This design comes from an exercise in tuning for small area and a short achievable clock period on the open sky130 flow, not from production work.
RTL that was checked went through simulation tests only; none was proved equivalent to the original.
Power is estimated from default activity; no workload was simulated.

== the baseline ==
## fp32_mul
module fp32_mul
(
    input  logic        clk,
    input  logic        rst_n,
    input  logic [31:0] a,
    input  logic [31:0] b,
    input  logic        in_valid,
    output logic        out_valid,
    output logic [31:0] result
);
Settings: LEC_CHECK=0, CAP_MARGIN=20, CORE_MARGIN=2, CORE_UTILIZATION=40, CTS_CLUSTER_DIAMETER=100, CTS_CLUSTER_SIZE=25, SLEW_MARGIN=20, SYNTH_HIERARCHICAL=1, SYNTH_MINIMUM_KEEP_SIZE=0; clock period 8.5 ns.
standard.sh (not shown) runs the stock make flow with config.mk's settings and CLKGATE_MAP_FILE= SYNTH_SCRIPT=/design/flow/synth_recipe.tcl, a recipe that flattens the netlist after the stock synthesis.
==> flow/flow/run.sh <==
#!/bin/bash
# Own layout flow: the standard layout (standard.sh, ORFS from synthesis
# to finish, synthesis unchanged) with two changes to how the layout is made:
#  - repair_timing aims below the clock period: a path with less than
#    SETUP_SLACK_MARGIN ns of setup slack is treated as one to fix;
#  - the port buffers that buffer_ports inserts on every input and output
#    are sky130_fd_sc_hd__buf_2 rather than the cell it picks by default.
# Each tool's full output stays in orfs/logs; make's output in standard.log.
set -euo pipefail
export SETUP_SLACK_MARGIN=5.35
export BUFFER_PORTS_ARGS="-buffer_cell sky130_fd_sc_hd__buf_2"
bash standard.sh > standard.log 2>&1
For the candidate, these inputs were changed with respect to the baseline:
--- a/flow/design.v
+++ b/flow/design.v
@@ -1889,29 +1889,26 @@
     assign r_zero = ~r_nan & ~r_inf & (a_zero | b_zero);
     always_comb begin
         for (int k = 0; k < 13; k++) begin
             logic y2, y1, y0;
             y2 = (2*k+1 < 24) ? sb[2*k+1] : 1'b0;
             y1 = (2*k   < 24) ? sb[2*k]   : 1'b0;
             y0 = (k > 0)      ? sb[2*k-1] : 1'b0;
             bd_neg[k] = y2;
             bd_one[k] = y1 ^ y0;
             bd_two[k] = (y2 & ~y1 & ~y0) | (~y2 & y1 & y0);
         end
     end
-    logic [4:0]  lzf_a, lzf_b;
-    fp_lzc24 u_lza (.v({1'b0, a[22:0]}), .n(lzf_a));
-    fp_lzc24 u_lzb (.v({1'b0, b[22:0]}), .n(lzf_b));
-    assign lz_a = ha ? 5'd0 : lzf_a;
-    assign lz_b = hb ? 5'd0 : lzf_b;
+    fp_lzc24 u_lza (.v(sa), .n(lz_a));
+    fp_lzc24 u_lzb (.v(sb), .n(lz_b));
     logic        v1, s1;
     logic [1:0]  sp1;                 
     logic [23:0] sa1_n;               
     logic [12:0] one1_n;              
     logic [11:0] two1_n;              
     logic [11:0] neg1;
     logic [11:0] neg1h_n;             
     logic [7:0]  ea1, eb1;            
     logic [4:0]  lz1;
     always_ff @(posedge clk or negedge rst_n) begin
         if (!rst_n) v1 <= 1'b0;
         else        v1 <= in_valid;
## What came out
As far as post-synthesis share of cell area spent on xor and xnor gates is concerned, the baseline and the candidate perform about the same.
Summary of the candidate over the baseline: count of placed standard cells in the final layout, fillers left out roughly the same; wire length of the first global-routing pass lower; area after synthesis was more or less identical.
Sort the candidate and the baseline by setup slack desc -> top: the baseline
[compare] base=the baseline new=the candidate: met2 usage in global routing went down 0.70 points; maximum frequency went down 4.0%; starting density of the core held; synthesized instance count held.
Between the candidate and the baseline, the difference in summed area of non-filler cells in the final layout is negligible.
Against the baseline, worst hold slack across all endpoints in the candidate came out better.
No functional check of the RTL was part of any run of this note.

--- another note on this design; it stands on its own ---

red:
## fp32_mul
module fp32_mul
(
    input  logic        clk,
    input  logic        rst_n,
    input  logic [31:0] a,
    input  logic [31:0] b,
    input  logic        in_valid,
    output logic        out_valid,
    output logic [31:0] result
);
export LEC_CHECK = 0
export CAP_MARGIN = 20
export CORE_MARGIN = 2
export CORE_UTILIZATION = 40
export CTS_CLUSTER_DIAMETER = 100
export CTS_CLUSTER_SIZE = 32
export SLEW_MARGIN = 20
export SYNTH_HIERARCHICAL = 1
export SYNTH_MINIMUM_KEEP_SIZE = 0
create_clock -name core_clock -period 8.5 [get_ports {clk}]
standard.sh (not shown) runs the stock make flow with config.mk's settings and CLKGATE_MAP_FILE= SYNTH_SCRIPT=/design/flow/synth_recipe.tcl, a recipe that flattens the netlist after the stock synthesis.
==> flow/flow/run.sh <==
#!/bin/bash
# Own layout flow: the standard layout (standard.sh, ORFS from synthesis
# to finish, synthesis unchanged) with two changes to how the layout is made:
#  - repair_timing aims below the clock period: a path with less than
#    SETUP_SLACK_MARGIN ns of setup slack is treated as one to fix;
#  - the port buffers that buffer_ports inserts on every input and output
#    are sky130_fd_sc_hd__buf_2 rather than the cell it picks by default.
# Each tool's full output stays in orfs/logs; make's output in standard.log.
set -euo pipefail
export SETUP_SLACK_MARGIN=5.3
export BUFFER_PORTS_ARGS="-buffer_cell sky130_fd_sc_hd__buf_2"
bash standard.sh > standard.log 2>&1
The following lists how blue was set up differently from red:
- CTS_CLUSTER_SIZE now 25, was 32
- PLACE_DENSITY now 0.45, previously not set
--- outcome ---
Share of cell area taken by flip-flops and latches in blue vs red: down 0.61 points. In blue the layout-stage area growth over the synthesis result turned out 2.0 points higher than in red. blue falls short of red in total power. blue went all the way through the flow, and no timing, DRC or antenna check failed.
Relative to blue, the following input files were edited for green:
- a change of SLEW_MARGIN from 20 to 10
- a deleted PLACE_DENSITY that had been 0.45
- a change of CAP_MARGIN from 20 to 10
==> summary.txt <==
The peak clock frequency supported by timing of green is lower than that of blue. [diff] cell area after layout, green relative to blue: improvement. Looking at routed wire length across green and blue, the one that comes out lower is green. Comparing green and blue, setup slack of the critical path after layout is higher on blue. green: worst-case reg-to-reg path depth lower than blue. green ends up with lower utilization after layout than blue does. Power: green draws less than blue. Re worst hold slack: blue was higher than green. Compared with blue, in green average routed wire per standard cell has decreased, data required time of the worst path roughly the same.
Changes in orange relative to green:
- swapping 40 for 55 in CORE_UTILIZATION
- swapping 10 for 20 in SLEW_MARGIN
- clearing CTS_CLUSTER_SIZE, which used to be 25
- clearing CTS_CLUSTER_DIAMETER, which used to be 100
- swapping 10 for 20 in CAP_MARGIN
==> summary.txt <==
- orange vs green on post-layout instance area: orange is the higher one.
- The power attributed to the clock group number comes out higher for orange vs green.
- Looking at capture point of the worst path, the m2[81]$_DFF_P_ result is from orange; the m2[54]$_DFF_P_ one comes from green.
- orange against green: number of buffers added to fix hold violations after cts comparable; sum of buffers and inverters on the critical path now smaller.
For purple, these inputs were changed with respect to orange:
- a change of CORE_UTILIZATION from 55 to 40
- an added CTS_CLUSTER_DIAMETER of 100
- an added CTS_CLUSTER_SIZE of 25
--- a/flow/flow/run.sh
+++ b/flow/flow/run.sh
@@ -8,5 +8,5 @@
 # Each tool's full output stays in orfs/logs; make's output in standard.log.
 set -euo pipefail
-export SETUP_SLACK_MARGIN=5.3
+export SETUP_SLACK_MARGIN=5.5
 export BUFFER_PORTS_ARGS="-buffer_cell sky130_fd_sc_hd__buf_2"
 bash standard.sh > standard.log 2>&1
- The combinational fraction of design power of purple exceeds that of orange by 6.5 points.
- Fraction of area in clock buffers and inverters, orange and purple: smaller value in purple
- Lower first-iteration DRC count among orange and purple: orange
- Post-CTS setup buffer count (lower): orange
- purple | status: complete | timing, DRC, antenna: pass
- Re post-synthesis to final-layout area growth: purple is 6.8 points up on orange.
- Diff orange -> purple | inserted tap cell count | up by more than a quarter
- Changes observed in purple relative to orange: logic depth of the worst path, buffers included higher, cell area higher, time the worst path needs with I/O delays and setup higher.

static timing again, ports no longer ideal:
The flow's constraints put no driver on any port. The routed layouts listed below were extracted and timed again, unchanged, in two steps.
Step 1: set_driving_cell puts a clkbuf_16 on clk and a buf_2 on each other input, an assumption about the parent block.
Step 2 moves the port delays by t, midway between the first and last clock arrival at a register: inputs arrive t later, outputs are due t later. That takes back most of the time a late clock gives input paths.
a / b / c = ideal ports / drivers / drivers and shift; a / b = the first two.
| run | shift t [ns] | setup WS [ns] | slew at the worst register clock pin (ns) | cell pins on the clock port's net |
|---|---|---|---|---|
| the baseline | 0.640 | 5.328 / 5.328 / 5.061 | 0.10 / 0.10 | 1 |
| the candidate | 0.625 | 5.197 / 5.197 / 4.883 | 0.11 / 0.11 | 1 |
| red | 0.620 | 5.323 / 5.323 / 4.949 | 0.12 / 0.12 | 1 |
| blue | 0.651 | 5.367 / 5.367 / 4.936 | 0.10 / 0.10 | 1 |
| green | 0.627 | 5.315 / 5.315 / 4.869 | 0.10 / 0.10 | 1 |
| orange | 0.631 | 5.340 / 5.340 / 4.913 | 0.06 / 0.06 | 1 |
| purple | 0.637 | 5.315 / 5.315 / 5.098 | 0.10 / 0.10 | 1 |
After both steps setup and hold are still met in every run listed. For green, which loses most, drivers alone change the setup slack by 0.000 ns; drivers and shift together by -0.446 ns.
